This is an optimization exercise on Yosys and OpenROAD, whose aim is small area, a short achievable clock period and few clock cycles per item, not a production implementation.
In this exercise RTL edits were held to simulation tests only and were not proved equivalent to the original.

==> flow/design.v, too long to show whole: its modules and the start of the top module <==
// module matrix_op_engine: 1615 lines
module matrix_op_engine #(
  parameter int DW      = 32,
  parameter int AW      = 8,
  parameter int MAX_DIM = 5,
  parameter int A_BASE  = 0,
  parameter int B_BASE  = 32,
  parameter int C_BASE  = 64
) (
  input  logic                clk,
  input  logic                rst_n,
  input  logic                start,
  input  logic [2:0]          op,
  input  logic [DW-1:0]       scalar,
  output logic                busy,
  output logic                done,
  output logic                err,
  output logic [31:0]         cycle_cnt,
  output logic                mem_we,
  output logic [AW-1:0]       mem_addr,
  output logic [DW-1:0]       mem_wdata,
  input  logic [DW-1:0]       mem_rdata
);
  // ...
==> flow/flow/run.sh <==
#!/bin/bash
# Standard layout (the standard.sh) with the repair aiming further below the clock period.
bash standard.sh SETUP_SLACK_MARGIN=7 finish > standard.log 2>&1
==> flow/standard.sh <==
#!/bin/bash
# synth_recipe.tcl (not shown) runs the flow's synth.tcl, then flattens the netlist and writes it again
# the make line also repeats each setting of config.mk as NAME=value (left out here)
make -C /OpenROAD-flow-scripts/flow DESIGN_CONFIG=/design/flow/config.mk WORK_HOME=/design/flow/orfs CLKGATE_MAP_FILE= SYNTH_SCRIPT=/design/flow/synth_recipe.tcl "${@:-finish}"
==> flow/config.mk <==
export PLATFORM = sky130hd
export DESIGN_NAME = matrix_op_engine
export DESIGN_NICKNAME = matrix_op_engine
export VERILOG_FILES = /design/flow/design.v
export SDC_FILE = /design/flow/constraint.sdc
export NUM_CORES = 4
export LEC_CHECK = 0
export CAP_MARGIN = 20
export CORE_MARGIN = 2
export CORE_UTILIZATION = 40
export SETUP_SLACK_MARGIN = 5
export SLEW_MARGIN = 20
==> flow/constraint.sdc <==
create_clock -name core_clock -period 10.0 [get_ports {clk}]
set_input_delay 2.0000 -clock core_clock [delete_from_list [all_inputs] [get_ports {clk}]]
set_output_delay 2.0000 -clock core_clock [all_outputs]
set_load 0.01 [all_outputs]
==> flow_summary.yaml, run 1 <==
cells_and_area:
  layout_commonest_cell: "inv_1"
  area_delta_synth_final_pct: 28.5
  n_clock_buffer: 56
  diodes: 0
  largest_cell_class: "multi-input combinational cells"
  multi_input_comb_cells: 1952
  seqCellArea_um2: 8970
setup_path:
  crit_chain: "inv_6, nor2_4, ha_4, fa_2, xnor2_2, a211oi_2, a311oi_2, inv_1, nand2_2, fa_1, fa_1, inv_2, ha_4, a21o_1, a21o_1, a21oi_2, xnor2_1, a2111oi_2, o41ai_1"
cts:
  cts_tree: "built"
  clk_latency_ns: 0.60
  numCtsBuffers: 42
  cts_resized: 568
  cts_setup_buffers: 211
yosys:
  synthCells: 2888
  avgSynthCellArea_um2: 10.1
  yosysTopAreaCell: "fa_1"
  postSynth.asyncResetShare_pct: 18.7
timing:
  hold_ws_ns: 0.323
  rsz0062_at_grt: "yes"
  worstMarginPinSlew_ns: 1.02
  worst_slack_ns: 5.74
global_routing:
  gr-usage-met3_pct: 5.58
  overflow: 0
  grt_max_degree: 62
drt:
  wl_per_cell_um: 23.5
  wl_met2_um: 48100
  wl_met1_um: 38400
  ant_nets: 0
placement:
  dpl_worst_slack_ns: 5.27
die:
  die_w_um: 274
  io_pins: 146
run_status:
  status: "finished clean"
hold_path:
  whs_endpoint: "m0_ph1_q"
Testbench counts, summed over its fixed seeds: cycles 18,075, ops 480.
==> run 2: changes to the inputs <==
--- a/flow/design.v
+++ b/flow/design.v
@@ -31,17 +31,17 @@
   logic          is_tr_q, is_add_q, is_sc_q, is_mu_q, is_cv_q;    
   logic [CW-1:0] run_q, cnt_q;
   logic          mem_we_q;
   logic [AW-1:0] mem_addr_q;
   logic [1:0]    hreq_q;           
   logic          hdr_v_q;          
   logic [1:0]    hdr_k_q;          
   logic [2:0]    am_q, an_q, bm_q, bn_q;
-  logic          amok_q, anok_q, bmok_q, bnok_q;
+  logic          amok_q, aok_q, pok_q, legal_q;   
   logic          known_q;          
   logic [4:0]    e_q;              
   logic [2:0]    i_q, j_q, u_q, v_q;   
   logic          h_q;              
   logic          adv_q;            
   logic          rdone_q;          
   logic          rlast_q;          
   logic [4:0]    widx_q;           
@@ -70,23 +70,17 @@
     n_el = c_rows * c_cols;    
     imax = c_rows - 3'd1;
     jmax = c_cols - 3'd1;
     vmax = is_mu_q ? an_q - 3'd1 : bn_q - 3'd1;
     umax = is_cv_q ? bm_q - 3'd1 : 3'd0;
     four_hdr = !(is_tr_q || is_sc_q);
     lin      = is_tr_q || is_add_q || is_sc_q;
     mconv    = is_mu_q || is_cv_q;
-    case (op_q)
-      OP_TRANS, OP_SCALAR: legal = amok_q && anok_q;
-      OP_ADD:  legal = amok_q && anok_q && bmok_q && bnok_q && am_q == bm_q && an_q == bn_q;
-      OP_MULT: legal = amok_q && anok_q && bmok_q && bnok_q && an_q == bm_q;
-      OP_CONV: legal = amok_q && anok_q && bmok_q && bnok_q && bm_q <= am_q && bn_q <= an_q;
-      default: legal = 1'b0;
-    endcase
+    legal = legal_q;
   end
   logic [2:0] ar, ac, rr, rc, rn;
   logic [5:0] rprod;
   logic [AW-1:0] raddr;
   always_comb begin
     ar = i_q + (is_cv_q ? u_q : 3'd0);
     ac = (is_cv_q ? j_q : 3'd0) + v_q;
     rr = h_q ? (is_cv_q ? u_q : v_q) : ar;
@@ -1525,17 +1519,16 @@
       i_q <= '0; j_q <= '0; u_q <= '0; v_q <= '0; h_q <= 1'b0;
       adv_q   <= 1'b0;
       rdone_q <= 1'b0;
       widx_q  <= '0;
       waddr_q <= AW'(C_BASE + 2);
       wi_q    <= '0;
       wj_q    <= '0;
       p_q     <= scalar;
-      q_q     <= 32'd1;
     end else begin
       if (issue) begin
         r_chk_q  <= !known2_q && e_q == 5'd1;
         r_clr_q  <= is_sc_q || (is_add_q ? !h_q : (u_q == 3'd0 && v_q == 3'd0));
         r_ph1_q  <= !is_add_q;
         r_last_q <= is_add_q ? h_q : (!mconv || el_last);
         if (is_add_q) h_q <= !h_q;
         if (lin && (op_q != OP_ADD || h_q)) e_q <= e_q + 5'd1;
@@ -1569,46 +1562,64 @@
           end
         end else begin
           waddr_q <= waddr_q + AW'(1);
         end
       end
     end
     if (hdr_v_q) begin
       case (hdr_k_q)
-        2'd0: begin am_q <= mem_rdata[2:0]; amok_q <= dim_ok(mem_rdata); end
-        2'd1: begin an_q <= mem_rdata[2:0]; anok_q <= dim_ok(mem_rdata); end
-        2'd2: begin bm_q <= mem_rdata[2:0]; bmok_q <= dim_ok(mem_rdata); end
-        default: begin bn_q <= mem_rdata[2:0]; bnok_q <= dim_ok(mem_rdata); end
+        2'd0: begin
+          am_q   <= mem_rdata[2:0];
+          amok_q <= dim_ok(mem_rdata);
+        end
+        2'd1: begin
+          an_q    <= mem_rdata[2:0];
+          aok_q   <= amok_q && dim_ok(mem_rdata);
+          legal_q <= amok_q && dim_ok(mem_rdata) && (is_tr_q || is_sc_q);
+        end
+        2'd2: begin
+          bm_q  <= mem_rdata[2:0];
+          pok_q <= aok_q && dim_ok(mem_rdata) &&
+                   ((is_add_q && mem_rdata[2:0] == am_q) || (is_mu_q && mem_rdata[2:0] == an_q) ||
+                    (is_cv_q && mem_rdata[2:0] <= am_q));
+        end
+        default: begin
+          bn_q    <= mem_rdata[2:0];
+          legal_q <= pok_q && dim_ok(mem_rdata) &&
+                     ((is_add_q && mem_rdata[2:0] == an_q) || is_mu_q ||
+                      (is_cv_q && mem_rdata[2:0] <= an_q));
+        end
       endcase
     end
     n_el_q    <= n_el;
     known2_q  <= known_q && busy_q;
     t_chk_q   <= r_chk_q;
     t_clr_q   <= r_clr_q;
     t_ph1_q   <= r_ph1_q;
     t_last_q  <= r_last_q;
     if (adv_now) t_last_q <= el_last;
     m0_clr_q  <= t_clr_q;
     m0_ph1_q  <= t_ph1_q;
     m0_last_q <= t_last_q;
     m1_last_q <= m0_last_q;
-    m0c_q <= t_mac_q && t_clr_q;
+    m0c_q <= t_mac_v && t_clr_q;
     if (t_ldp_q) p_q <= mem_rdata;
     if (t_ldq_q && !t_void) q_q <= mem_rdata;
     else if (m0_q && m0_ph1_q) q_q <= {16'd0, q_q[31:16]};
+    else q_q <= {31'd0, is_add_q};
     if (t_ldx_q && !t_void) x_q <= mem_rdata;
     else if (t_ldq_q && !t_void) x_q <= p_q;
     else if (m0_q && m0_ph1_q) x_q <= {x_q[15:0], 16'd0};
-    if (m0_q || m1_q) begin
-      s_q <= ns;
-      c_q <= nc;
-    end
-    if (tok) w_q <= cpa_q ? s_q + c_q : mem_rdata;
-    else if (hw_go) w_q <= hw0_q ? 32'(c_cols) : 32'(c_rows);
+    else x_q <= 32'd0;
+    s_q <= ns;
+    c_q <= nc;
+    if (cpa_q) w_q <= s_q + c_q;
+    else if (t_ldw_q && !t_void) w_q <= mem_rdata;
+    else w_q <= hw0_q ? 32'(c_cols) : 32'(c_rows);
   end
   assign busy      = busy_q;
   assign done      = done_q;
   assign err       = err_q;
   assign cycle_cnt = 32'(cnt_q);
   assign mem_we    = mem_we_q;
   assign mem_addr  = mem_addr_q;
   assign mem_wdata = w_q;
==> flow/flow/run.sh (replaced) <==
#!/bin/bash
# Standard layout (the standard.sh) with the repair aiming further below the clock period.
bash standard.sh SETUP_SLACK_MARGIN=6.0 finish > standard.log 2>&1
==> flow_summary.yaml, run 2 <==
hold_path:
  whs_endpoint: "m0_last_q"
  holdPathStages: 0
  hp-start: "t_last_q"
  hold_path.class: "reg2reg"
yosys:
  ys_ff_latch: 326
  post-synth-top-count-cell: "inv_1"
  synth_common_cells: "397 x inv_1, 370 x fa_1, 320 x nand2_1, 263 x and2_1, 213 x dfxtp_1"
  yosysWarnings: 1
  synth_edf_count: 52
  synth-seq-area-share_pct: 27.1
  ys.flop_type: "dfxtp_1"
  avgSynthCellArea_um2: 9.50
  postSynth.asyncResetShare_pct: 18.7
  yosysTopAreaCell: "fa_1"
  synthCells: 2855
  synth_top_area_share_pct: 27.3
  synth_area_leaders: "fa_1 27%, dfxtp_1 16%, and2_1 6.1%"
  syn_area_um2: 27100
  ys_types: 80
setup_path:
  regToRegSetupSlack_ns: 5.86
  regToRegStartpoint: "is_cv_q"
  endpoint_kind: "flip-flop"
  crit_arrival_ns: 4.60
  crit_fanout: 3
  start_kind: "flip-flop"
  crit_required_ns: 10.45
  crit_start: "is_cv_q"
  reg2reg_depth: 20
  critPathKind: "reg2reg"
  rr_endpoint: "mem_addr_q[6]"
drt:
  wl_met2_um: 39700
  wl_met1_um: 34700
  route.detailed.drc: 0
  ant_nets: 0
  drt-vias-per-instance: 5.33
  drt_iter0_drc: 1610
  wl_um: 83500
  highest_layer: "met4"
  drt_pre_antenna_iters: 6
  met3_length_um: 6520
  wl_per_cell_um: 21.7
  num_vias: 20500
job:
  max_cap_viol_count: 0
cts:
  cts-htree-levels: 2
  clk_latency_ns: 0.59
  root_buffer: "clkbuf_16"
  cts_sinks: 326
  clkTransAtPathRegs_ns: 0.06
  cts_buffer_depth: 3
  postCtsHoldBufs: 0
  cts_tree: "built"
  numCtsBuffers: 42
global_routing:
  overflow: 0
  track_usage_pct: 23.8
  grt_pass1_wl_um: 127000
  antenna_found_initial: 3
  grt_pass1_vias: 21600
  grt_max_degree: 62
die:
  io_pins: 146
  core_um2: 67200
  dieHeight_um: 264
  die_w_um: 264
  fp-row-count: 95
  dieArea_um2: 69900
  initial_core_util_pct: 40.4
timing:
  maxSlewHeadroom_pct: 27.8
  setup_viol: 0
  fin_setup_tns_ns: 0
  finalHoldViolCount: 0
  fin_crit_sh_pct: 41.4
  rsz0062_at_grt: "yes"
  slew_violations: 0
  clock.fmax_mhz: 241
  worstMarginPinSlew_ns: 1.07
  hold_ws_ns: 0.337
  fin_skew_ns: 0.0272
  finalCriticalPeriod_ns: 4.14
cells_and_area:
  fin_nets: 3490
  n_fill_cell: 6232
  area_delta_synth_final_pct: 15.2
  most-common-layout-cells: "389 x inv_1, 359 x fa_1, 320 x nand2_1"
  drive_gt1_share_pct: 9.22
  layout_commonest_cell: "inv_1"
run_status:
  status: "finished clean"
placement:
  place_congestion: 0.888
  hpwl_um: 60100
  io_buffers: 122
## run 2: worst max path at each step
| stage | end | slack (ns) | cells past startpoint |
|---|---|---|---|
| finish | mem_addr_q[6] | 5.86 | 20 |
| global route | mem_addr_q[6] | 5.71 | 20 |
| CTS | mem_addr_q[6] | 5.88 | 20 |
| detailed placement | mem_addr_q[6] | 5.33 | 20 |
| global placement | mem_addr_q[6] | 5.50 | 20 |
| floorplan | mem_addr_q[6] | 6.01 | 21 |
## run 2: final cells by class
cell class | instances | area, um^2 | area share, %
diodes | 2 | 5.00 | 0.0160
clock inverters | 18 | 229 | 0.733
clock buffers | 56 | 1200 | 3.86
multi-input cells | 1989 | 17800 | 57.1
well taps | 873 | 1090 | 3.50
repair buffers | 184 | 1930 | 6.19
flip-flops and latches | 326 | 7440 | 23.8
inverters | 398 | 1500 | 4.80
## run 2: metrics by stage
stage / instances / setup WS [ns] / area [um^2] / util, %
floorplan: 2877 / 6.01 / 27200 / -
global placement: 3739 / 5.50 / 29100 / 43.3
detailed placement: 3739 / 5.33 / 29100 / 43.3
CTS: 3817 / 5.88 / 30600 / 45.6
global route: 3844 / 5.71 / 31200 / 46.5
finish: 3846 / 5.86 / 31200 / 46.5
## run 2: what timing repair did
action / CTS / global route
gates resized for setup: 47 / 73
setup buffers: 4 / 21
setup endpoints to repair: 42 / 41
gates cloned: 0 / 5
pin swaps: 4 / 27
## run 2: cells by family (layout without fill, tap and decap cells)
group / Yosys count / after routing / synth area share (%)
fa+ha+maj: 479 / 479 / 32.4
flops: 326 / 326 / 27.1
buf+inv: 562 / 656 / 8.16
compound gates: 360 / 360 / 8.45
other cells: 1 / 25 / 0.0138
xor+xnor: 114 / 114 / 3.71
mux: 57 / 57 / 2.26
simple gates: 956 / 956 / 17.9
## run 2: worst max-delay path, stage by stage (launching register included)
cell,delay [ns]
dfrtp_2,0.43
inv_4,0.08
nor2_4,0.04
ha_4,0.15
fa_2,0.35
xnor2_2,0.15
a211oi_2,0.25
a211oi_4,0.08
inv_1,0.11
nand2_1,0.08
fa_1,0.51
inv_1,0.05
fa_1,0.54
ha_4,0.23
a21oi_2,0.13
nor2_2,0.06
o21a_1,0.18
o21ai_1,0.12
a31oi_1,0.10
a221oi_1,0.26
o21ai_1,0.10
## run 2: metal layers
metal / vias up / GRT usage, %
met1: 10300 / 31.9
met5: - / 0
met2: 840 / 39.3
met4: 0 / 7.56
met3: 139 / 4.14
li1: 9192 / -
Testbench counts of run 2, summed over its fixed seeds: cycles 18,075, ops 480.
==> run 3: changes to the inputs <==
==> flow/flow/run.sh (replaced) <==
#!/bin/bash
# Standard layout (the standard.sh) with the repair aiming further below the clock period.
bash standard.sh SETUP_SLACK_MARGIN=5.5 finish > standard.log 2>&1
==> flow_summary.yaml, run 3 <==
run_status:
  status: "finished clean"
timing:
  fin_setup_tns_ns: 0
  finalHoldViolCount: 0
  setup_viol: 0
  finalCriticalPeriod_ns: 4.37
  maxSlewHeadroom_pct: 25.6
  hold_ws_ns: 0.326
  worstMarginPinSlew_ns: 1.11
  rsz0062_at_grt: "yes"
  clock.fmax_mhz: 229
  slew_violations: 0
  fin_crit_sh_pct: 43.7
  fin_skew_ns: 0.0437
setup_path:
  slowest_stage: "fa_1"
  cpMostUsedCell: "fa_1"
  crit_arrival_ns: 4.84
  critPathKind: "reg2reg"
  path_buf_inv: 3
  crit_fanout: 11
  path_delay_family: "adder cells"
  start_kind: "flip-flop"
  slowest_delay_ns: 0.55
  endpoint_kind: "flip-flop"
  crit_chain: "inv_6, nor2_1, ha_1, fa_1, xnor2_2, a211oi_2, a211oi_2, inv_1, nand2_1, fa_1, inv_1, fa_1, ha_4, a21oi_1, nor2_1, o21a_1, o21ai_0, a31oi_1, a221oi_1, o21ai_1"
  crit_required_ns: 10.47
cts:
  clk_latency_ns: 0.60
  cts_sinks: 326
  root_buffer: "clkbuf_16"
  cts_tree: "built"
  cts-htree-levels: 2
  numCtsBuffers: 40
  clkTransAtPathRegs_ns: 0.06
  cts_buffer_depth: 3
  postCtsHoldBufs: 0
drt:
  drt-vias-per-instance: 5.30
  wl_per_cell_um: 21.1
  ant_nets: 0
  num_vias: 20200
  wl_um: 80400
  drt_iter0_drc: 1548
  route.detailed.drc: 0
  drt_pre_antenna_iters: 5
cells_and_area:
  n_fill_cell: 6330
  layout.cells.non_filler: 3809
  stdcell_area_um2: 30500
  utilization_pct: 45.4
  fin_nets: 3452
  drive_gt1_share_pct: 5.76
  most-common-layout-cells: "396 x inv_1, 370 x fa_1, 320 x nand2_1"
  layout_commonest_cell: "inv_1"
  area_delta_synth_final_pct: 12.5
yosys:
  synth_common_cells: "397 x inv_1, 370 x fa_1, 320 x nand2_1, 263 x and2_1, 213 x dfxtp_1"
  ys_types: 80
  ys.flop_type: "dfxtp_1"
  ys_ff_latch: 326
  avgSynthCellArea_um2: 9.50
  post-synth-top-count-cell: "inv_1"
  syn_area_um2: 27100
  synth_top_area_share_pct: 27.3
  synth-seq-area-share_pct: 27.1
  synth_edf_count: 52
  postSynth.asyncResetShare_pct: 18.7
  yosysTopAreaCell: "fa_1"
  synthCells: 2855
  synth_area_leaders: "fa_1 27%, dfxtp_1 16%, and2_1 6.1%"
  yosysWarnings: 1
die:
  die_w_um: 264
  io_pins: 146
  dieArea_um2: 69900
  initial_core_util_pct: 40.4
  fp-row-count: 95
  core_um2: 67200
  dieHeight_um: 264
global_routing:
  grt_max_degree: 62
  overflow: 0
  antenna_found_initial: 6
  track_usage_pct: 23.4
  grt_pass1_wl_um: 126000
  grt_pass1_vias: 21500
hold_path:
  hold_path.class: "reg2reg"
job:
  max_cap_viol_count: 0
placement:
  place_congestion: 0.885
  dp_cells: 3733
  io_buffers: 122
  placed_area_um2: 29000
  hpwl_um: 59600
==> run 3: layer usage <==
metal	track usage (%)	vias up	part of all wire, %
li1	-	9107	-
met1	30.8	10200	42
met2	38.8	734	47
met3	4.51	144	7.4
met4	7.97	6	3.2
met5	0	-	0.049
==> run 3: path summary, 6_finish.rpt <==
kind / startpoint / endpoint / slack (ns) / cells past startpoint
min: t_ph1_q / m0_ph1_q / 0.33 / 0
max: is_cv_q / mem_addr_q[6] / 5.63 / 20
max reg2reg: is_cv_q / mem_addr_q[6] / 5.63 / 20
min reg2reg: t_ph1_q / m0_ph1_q / 0.33 / 0
min in group asynchronous: rst_n / mem_addr_q[6] / 1.58 / 2
max in group asynchronous: rst_n / t_ldp_q / 7.80 / 2
==> run 3: logic make-up (layout without fill, tap and decap cells) <==
| logic type | after synthesis | after routing | synth area share [%] |
|---|---|---|---|
| buffers and inverters | 562 | 620 | 8.16 |
| adder cells (fa/ha/maj) | 479 | 479 | 32.4 |
| other | 1 | 24 | 0.0138 |
| AO/OA/AOI/OAI | 360 | 360 | 8.45 |
| XOR/XNOR | 114 | 114 | 3.71 |
| multiplexers | 57 | 57 | 2.26 |
| AND/OR/NAND/NOR | 956 | 956 | 17.9 |
| flip-flops | 326 | 326 | 27.1 |
==> run 3: per-stage QoR <==
step / setup slack [ns]
4_1_cts: 5.54
3_5_place_dp: 5.15
3_3_place_gp: 5.27
5_1_grt: 5.37
6_report: 5.63
2_1_floorplan: 5.68
==> run 3: layout make-up <==
cell class                      instances  area (um^2)  share of cell area [%]
Multi-Input combinational cell       1989        17700                    57.9
Sequential cell                       326         7360                    24.1
Inverter                              398         1500                    4.91
Timing Repair Buffer                  148         1420                    4.64
Clock buffer                           51         1110                    3.65
Tap cell                              873         1090                    3.58
Clock inverter                         23          354                    1.16
Antenna cell                            1         2.50                 0.00820
==> run 3: repair_timing <==
item / 4_1_cts / 5_1_grt
gates resized for setup: 4 / 9
buffers inserted: 1 / 0
setup endpoints to repair: 6 / 11
pin swaps: 0 / 2
==> run 4: changes to the inputs <==
==> flow/run.sh (new file) <==
#!/bin/bash
# synth_recipe.tcl (not shown) runs the flow's synth.tcl, then flattens the netlist and writes it again
# the make line also repeats each setting of config.mk as NAME=value (left out here)
make -C /OpenROAD-flow-scripts/flow DESIGN_CONFIG=/design/flow/config.mk WORK_HOME=/design/flow/orfs CLKGATE_MAP_FILE= SYNTH_SCRIPT=/design/flow/synth_recipe.tcl finish
removed: flow/flow/run.sh
removed: flow/standard.sh
==> flow_summary.yaml, run 4 <==
global_routing:
  grt_pass1_wl_um: 126000
  met1_usage_pct: 30.8
  met2_usage_pct: 38.8
  grt_pass1_vias: 21500
  antenna_found_initial: 6
  track_usage_pct: 23.4
  overflow: 0
  grt_max_degree: 62
  gr-usage-met3_pct: 4.50
  grt-busiest-layer: "met2"
drt:
  wl_per_cell_um: 21.1
  drt-vias-per-instance: 5.33
  drt_iter0_drc: 1545
  route.detailed.drc: 0
  wl_um: 80400
  drt_pre_antenna_iters: 5
  num_vias: 20300
  ant_nets: 0
setup_path:
  crit_required_ns: 10.47
  critPathKind: "reg2reg"
  crit_chain: "clkinvlp_4, nor2_1, ha_1, fa_1, xnor2_1, a211oi_1, a211oi_1, inv_1, nand2_1, fa_1, inv_1, fa_1, ha_1, a21oi_1, nor2_1, o21a_1, o21ai_0, a31oi_1, a221oi_1, o21ai_0"
  cpMostUsedCell: "fa_1"
  path_buf_inv: 3
  crit_arrival_ns: 5.16
  crit_fanout: 15
  slowest_delay_ns: 0.55
  start_kind: "flip-flop"
  slowest_stage: "fa_1"
  endpoint_kind: "flip-flop"
  path_delay_family: "adder cells"
die:
  core_um2: 67200
  dieArea_um2: 69900
  initial_core_util_pct: 40.4
  die_w_um: 264
  fp-row-count: 95
  dieHeight_um: 264
  io_pins: 146
timing:
  finalCriticalPeriod_ns: 4.69
  rsz0062_at_grt: "no"
  setup_viol: 0
  maxSlewHeadroom_pct: 22.3
  fin_crit_sh_pct: 46.9
  fin_skew_ns: 0.0441
  slew_violations: 0
  clock.fmax_mhz: 213
  fin_setup_tns_ns: 0
  finalHoldViolCount: 0
  worstMarginPinSlew_ns: 1.16
cts:
  clk_latency_ns: 0.60
  clkTransAtPathRegs_ns: 0.06
  cts-htree-levels: 2
  cts_tree: "built"
  cts_setup_buffers: 0
  cts_sinks: 326
  numCtsBuffers: 40
  postCtsHoldBufs: 0
  root_buffer: "clkbuf_16"
  cts_buffer_depth: 3
yosys:
  synth_common_cells: "397 x inv_1, 370 x fa_1, 320 x nand2_1, 263 x and2_1, 213 x dfxtp_1"
  avgSynthCellArea_um2: 9.50
  synth-seq-area-share_pct: 27.1
  ys_types: 80
  synth_edf_count: 52
  post-synth-top-count-cell: "inv_1"
  postSynth.asyncResetShare_pct: 18.7
  ys_ff_latch: 326
  synth_top_area_share_pct: 27.3
  yosysTopAreaCell: "fa_1"
  yosysWarnings: 1
  synthCells: 2855
  syn_area_um2: 27100
  synth_area_leaders: "fa_1 27%, dfxtp_1 16%, and2_1 6.1%"
  ys.flop_type: "dfxtp_1"
placement:
  hpwl_um: 59600
  placed_area_um2: 29000
  io_buffers: 122
  place_congestion: 0.885
hold_path:
  hold_path.class: "reg2reg"
cells_and_area:
  multiInputGateArea_um2: 17600
  n_fill_cell: 6329
  seqCellArea_um2: 7360
  area_delta_synth_final_pct: 12.4
  most-common-layout-cells: "396 x inv_1, 370 x fa_1, 320 x nand2_1"
  layout_commonest_cell: "inv_1"
  drive_gt1_share_pct: 5.52
  fin_nets: 3451
  stdcell_area_um2: 30500
run_status:
  status: "finished clean"
job:
  max_cap_viol_count: 0
-- run 4: cell count changes in the layout (fill, tap and decap cells not counted), sizes merged --
cell / before / now
buf: 27 / 26
clkinvlp: 3 / 4
diode: 1 / 2
inv: 398 / 397
-- run 4: logic make-up after synthesis --
logic type | after synthesis | synth area share (%)
AOI/OAI and AO/OA | 360 | 8.45
xor gates and xnor gates | 114 | 3.71
adders and majority gates | 479 | 32.4
buffers and inverters | 562 | 8.16
DFF | 326 | 27.1
muxes | 57 | 2.26
other | 1 | 0.0138
and+or+nand+nor | 956 | 17.9
-- run 4: routing by layer --
metal  share of wire [%]  up-vias  routed length (um)
li1                    -     9100                   -
met4                 3.3        6                2630
met3                 8.3      147                6670
met2                  47      837               37900
met5               0.049        -                  39
met1                  41    10200               33200
-- run 4: final cells by class --
| type | instances | area share, % |
|---|---|---|
| multi-input cells | 1989 | 57.9 |
| flip-flops and latches | 326 | 24.1 |
| inverters | 398 | 4.92 |
| repair buffers | 147 | 4.61 |
| clock buffers | 51 | 3.66 |
| well taps | 873 | 3.58 |
| clock inverters | 23 | 1.16 |
| diodes | 2 | 0.0164 |
-- run 4: repair_timing --
action / CTS / global route
hold endpoints to repair: 0 / 0
setup endpoints to repair: 0 / 2
resized for setup: 0 / 2
-- run 4: per-stage QoR --
step	hold WS (ns)	utilization, %	instances	worst slack (ns)
floorplan	0.310	-	2877	5.68
global placement	0.315	43.2	3733	5.27
detailed placement	0.315	43.2	3733	5.15
CTS	0.330	45.4	3807	5.11
global route	0.341	45.4	3807	5.00
finish	0.325	45.4	3809	5.31
-- run 4: path summary, 6_finish.rpt --
check,from,to,slack (ns),cells past startpoint
max,is_cv_q,mem_addr_q[6],5.31,20
min,t_ph1_q,m0_ph1_q,0.33,0
max reg2reg,is_cv_q,mem_addr_q[6],5.31,20
min reg2reg,t_ph1_q,m0_ph1_q,0.33,0
max in group asynchronous,rst_n,t_ldp_q,7.79,2
min in group asynchronous,rst_n,mem_addr_q[0],1.57,2

## re-timing with driven ports
Ports are ideal in the flow. The routed layouts listed here were re-timed in OpenROAD.
Step 1: set_driving_cell puts a clkbuf_16 on clk and a buf_2 on each other input, an assumption about the parent block.
Step 2 also shifts input and output timing later by t, the mid clock arrival at the registers, as if the neighbouring blocks saw the same clock.
Three values: no drivers, after step 1, after step 2; two values: the first two.
| run | t, ns | setup slack, ns | worst slew at a driven data input, ns | pins driven straight from the clock port |
|---|---|---|---|---|
| run 1 | 0.651 | 5.737 / 5.737 / 5.737 | 0.12 | 1 |
| run 2 | 0.639 | 5.855 / 5.855 / 5.556 | 0.13 | 1 |
| run 3 | 0.639 | 5.634 / 5.634 / 5.307 | 0.12 | 1 |
| run 4 | 0.641 | 5.309 / 5.309 / 5.309 | 0.13 | 1 |
After both steps every run listed still meets setup and hold. The setup slack of run 3, which loses most, moves by 0.000 ns with the drivers and by -0.327 ns with both steps.
